Source: an optimization exercise on an open RTL-to-GDS flow (aim: small area and a short achievable clock period). Production flows keep margins and buffers that such runs may drop. Function was checked by simulation only, so behaviour that the tests miss may differ from the original. No driver is modelled on the clock port, so clocking that relies on it looks cheaper here than on a real chip. Power figures rest on the tool's default switching activity, not on a simulated workload.

==> flow/design.v (excerpt) <==
module gp_regs_mp
#(
  parameter int DATA_W  = DEF_DATA_W,
  parameter int REG_NUM = 16,
  parameter int IDX_W   = DEF_IDX_W,
  parameter int NUM_RD  = 2,
  parameter int NUM_WR  = 2,
  parameter int LANE_W  = DEF_LANE_W,
  parameter int ZERO_R0 = 0,
  localparam int NL     = DATA_W / LANE_W
) (
  input  logic                     clk,
  input  logic                     rst_n,
  input  logic [NUM_WR-1:0]        wr_en_i,
  input  logic [NUM_WR*IDX_W-1:0]  wr_idx_i,
  input  logic [NUM_WR*DATA_W-1:0] wr_data_i,
  input  logic [NUM_WR*NL-1:0]     wr_lane_i,
  input  logic [NUM_WR-1:0]        wr_rel_i,
  input  logic [NUM_RD-1:0]        rd_en_i,
  input  logic [NUM_RD*IDX_W-1:0]  rd_idx_i,
  output logic [NUM_RD*DATA_W-1:0] rd_data_o,
  output logic [NUM_RD-1:0]        rd_busy_o,
  input  logic                     rsv_en_i,
  input  logic [IDX_W-1:0]         rsv_idx_i,
  output logic [REG_NUM-1:0]       busy_o
);
clock: 4.0 ns
lec_check: 0
cap_margin: 10
cell_pad_in_sites_detail_placement: 1
cell_pad_in_sites_global_placement: 1
core_margin: 2
core_utilization: 35
place_density: 0.5
setup_slack_margin: 2.0
slew_margin: 10
synth_hierarchical: 1
standard.sh (not shown) runs the stock make flow with config.mk's settings and CLKGATE_MAP_FILE= SYNTH_SCRIPT=/design/flow/synth_recipe.tcl, a recipe that flattens the netlist after the stock synthesis.
==> flow/flow/run.sh <==
#!/bin/bash
# Standard ORFS layout with smaller port buffers, a clock tree of clkbuf_8
# without dummy loads, free cell-footprint choice in timing repair, and an
# extra gate-sizing pass after CTS (flow/post_cts.tcl).
set -euo pipefail
export BUFFER_PORTS_ARGS="-buffer_cell sky130_fd_sc_hd__buf_2"
export CTS_ARGS="-sink_clustering_enable -repair_clock_nets -dont_use_dummy_load -buf_list {sky130_fd_sc_hd__clkbuf_8}"
export POST_CTS_TCL="$(pwd)/flow/post_cts.tcl"
bash standard.sh MATCH_CELL_FOOTPRINT=0 finish > standard.log 2>&1
==> flow/flow/post_cts.tcl <==
log_cmd estimate_parasitics -placement
log_cmd repair_timing -setup -setup_margin 2.2 -sequence "sizeup,swap" -verbose
log_cmd detailed_placement
log_cmd estimate_parasitics -placement
Edit:
==> flow/flow/post_cts.tcl (replaced) <==
log_cmd estimate_parasitics -placement
log_cmd repair_timing -setup -setup_margin 2.0 -sequence "sizeup,swap" -verbose
log_cmd detailed_placement
log_cmd estimate_parasitics -placement
--- a/flow/config.mk
+++ b/flow/config.mk
@@ -14 +14 @@
-export SETUP_SLACK_MARGIN = 2.0
+export SETUP_SLACK_MARGIN = 1.7
=> Cell area goes down by 4.2%; count of clock-buffer cells in the layout falls by 1; via count shrinks by 1.3%; power is lower by 2.2%; sequential power barely changes.
Edit:
--- a/flow/flow/run.sh
+++ b/flow/flow/run.sh
@@ -3,2 +3 @@
-# without dummy loads, free cell-footprint choice in timing repair, and an
-# extra gate-sizing pass after CTS (flow/post_cts.tcl).
+# without dummy loads, and free cell-footprint choice in timing repair.
@@ -8 +6,0 @@
-export POST_CTS_TCL="$(pwd)/flow/post_cts.tcl"
--- a/flow/config.mk
+++ b/flow/config.mk
@@ -14 +14 @@
-export SETUP_SLACK_MARGIN = 1.7
+export SETUP_SLACK_MARGIN = 1.8
removed: flow/flow/post_cts.tcl
The changed run completed with no timing, DRC or antenna violations.
Cell area falls slightly.
Non-clock buffer count rises by 4.
Power decreases slightly.
First-iteration DRC count went down by roughly a tenth.
Count of clock-buffer cells in the layout does not change.
Die area does not change.
Utilization came out lower by 0.27 points.
Edit:
--- a/flow/flow/run.sh
+++ b/flow/flow/run.sh
@@ -3 +3,2 @@
-# without dummy loads, and free cell-footprint choice in timing repair.
+# without dummy loads, free cell-footprint choice in timing repair, and an
+# extra gate-sizing pass after CTS (flow/post_cts.tcl).
@@ -6,0 +8 @@
+export POST_CTS_TCL="$(pwd)/flow/post_cts.tcl"
==> flow/flow/post_cts.tcl (new file) <==
log_cmd estimate_parasitics -placement
log_cmd repair_timing -setup -setup_margin 2.0 -sequence "sizeup,swap" -verbose
log_cmd detailed_placement
log_cmd estimate_parasitics -placement
--- a/flow/config.mk
+++ b/flow/config.mk
@@ -14 +14 @@
-export SETUP_SLACK_MARGIN = 1.8
+export SETUP_SLACK_MARGIN = 1.6
Result: Sequential power stays flat. Cell count decreases slightly. Final area decreases slightly. Clock power increases slightly. Setup slack gets worse by 0.026 ns. Wire length stays flat. First-iteration DRC count increases by roughly a tenth.
Edit:
--- a/flow/config.mk
+++ b/flow/config.mk
@@ -14 +14 @@
-export SETUP_SLACK_MARGIN = 1.6
+export SETUP_SLACK_MARGIN = 1.8
After rerunning:
- die area is unchanged
- non-clock buffer count went up by 24
- global-route usage hardly moves
- maximum frequency goes up by a few percent
Edit:
--- a/flow/flow/run.sh
+++ b/flow/flow/run.sh
@@ -2,0 +3 @@
+# with larger sink clusters
@@ -7 +8 @@
-export CTS_ARGS="-sink_clustering_enable -repair_clock_nets -dont_use_dummy_load -buf_list {sky130_fd_sc_hd__clkbuf_8}"
+export CTS_ARGS="-sink_clustering_enable -repair_clock_nets -dont_use_dummy_load -buf_list {sky130_fd_sc_hd__clkbuf_8} -sink_clustering_size 15 -sink_clustering_max_diameter 60"
After rerunning: Design area goes down by 0.79%. Power goes down by 7.0%. Clock power goes down by 23%. Sequential share of layout area goes up by 0.28 points. First-iteration DRC count goes up by 7.2%. Worst setup slack loses 0.074 ns. Final cell count goes down by 0.64%. Non-clock buffer count goes up by 16. Count of clock-buffer cells in the layout goes down by 43. Via count goes down by 0.77%.

Setup of the reference run:
Starting RTL as in the previous note.
clock: 4.0 ns
lec_check: 0
cap_margin: 10
cell_pad_in_sites_detail_placement: 1
core_margin: 2
core_utilization: 45
place_density: 0.6
setup_slack_margin: 1.8
slew_margin: 10
synth_hierarchical: 1
==> flow/flow/run.sh <==
#!/bin/bash
# Standard ORFS layout with smaller port buffers, a clock tree of clkbuf_8
# without dummy loads, and free cell-footprint choice in timing repair.
set -euo pipefail
export BUFFER_PORTS_ARGS="-buffer_cell sky130_fd_sc_hd__buf_2"
export CTS_ARGS="-sink_clustering_enable -repair_clock_nets -dont_use_dummy_load -buf_list {sky130_fd_sc_hd__clkbuf_8}"
bash standard.sh MATCH_CELL_FOOTPRINT=0 finish > standard.log 2>&1
Modified inputs, the trial run compared to the reference run
Settings: an added CELL_PAD_IN_SITES_GLOBAL_PLACEMENT of 1; a change of CORE_UTILIZATION from 45 to 40; a change of PLACE_DENSITY from 0.6 to 0.55.
==> flow/flow/run.sh <==
#!/bin/bash
# Standard ORFS layout with smaller port buffers, a clock tree of clkbuf_8
# without dummy loads, free cell-footprint choice in timing repair, and an
# extra gate-sizing pass after CTS (flow/post_cts.tcl).
set -euo pipefail
export BUFFER_PORTS_ARGS="-buffer_cell sky130_fd_sc_hd__buf_2"
export CTS_ARGS="-sink_clustering_enable -repair_clock_nets -dont_use_dummy_load -buf_list {sky130_fd_sc_hd__clkbuf_8}"
export POST_CTS_TCL="$(pwd)/flow/post_cts.tcl"
bash standard.sh MATCH_CELL_FOOTPRINT=0 finish > standard.log 2>&1
==> flow/flow/post_cts.tcl (new file) <==
log_cmd estimate_parasitics -placement
log_cmd repair_timing -setup -setup_margin 2.0 -sequence "sizeup,swap" -verbose
log_cmd detailed_placement
log_cmd estimate_parasitics -placement
- On cell area after layout, the reference run and the trial run are neck and neck.
- Run comparison: the trial run end point of the critical path rd_data_o[2]$_DFF_PN0_; the reference run end point of the critical path rd_data_o[9]$_DFF_PN0_
- Proportion of layout cells with a drive suffix above 1 across the reference run and the trial run: no real change.
- The trial run vs the reference run: horizontal die dimension up by a few percent
- Sort the reference run and the trial run by pre-CTS setup slack, ascending, and the reference run comes first.
- Taking the reference run as the reference, in the trial run fmax grew by about 4.4%; relative area change from synthesis to final layout held steady; non-clock buffer instance count of the final layout shrank by 44.

port drivers added, routing unchanged:
How much do the figures lean on ideal ports? The routed layouts below were timed once more, with nothing changed but the port constraints. Step 1 sets driving cells, clkbuf_16 on the clock port and buf_2 on the other inputs (assumed; they add their load-dependent delay and slew). Step 2 adds t to the input delays and takes it off the output delays; t is the mean of the earliest and latest rising clock arrival at the registers after step 1. Input paths then give back, and output paths get back, about the clock's delay inside the block. Slacks: ideal / step 1 / step 2; pairs: ideal / step 1.
run	shift t [ns]	setup slack, ns	worst setup path after step 2	worst register clock-pin slew, ns
the first run of note 1	0.801	1.648 / 1.600 / 0.799	input to register	0.06 / 0.06
the second run of note 1	0.785	1.527 / 1.546 / 0.760	input to register	0.07 / 0.07
the third run of note 1	0.799	1.685 / 1.656 / 0.857	input to register	0.07 / 0.07
the fourth run of note 1	0.807	1.660 / 1.686 / 0.879	input to register	0.06 / 0.06
the fifth run of note 1	0.806	1.725 / 1.702 / 0.896	input to register	0.07 / 0.07
the sixth run of note 1	0.734	1.651 / 1.628 / 0.893	input to register	0.10 / 0.10
the reference run	0.779	1.508 / 1.510 / 0.730	input to register	0.07 / 0.07
the trial run	0.789	1.613 / 1.545 / 0.755	input to register	0.06 / 0.06
After both steps every run listed still meets setup and hold. For the trial run, which loses most, drivers alone change the setup slack by -0.068 ns; drivers and shift together by -0.858 ns.
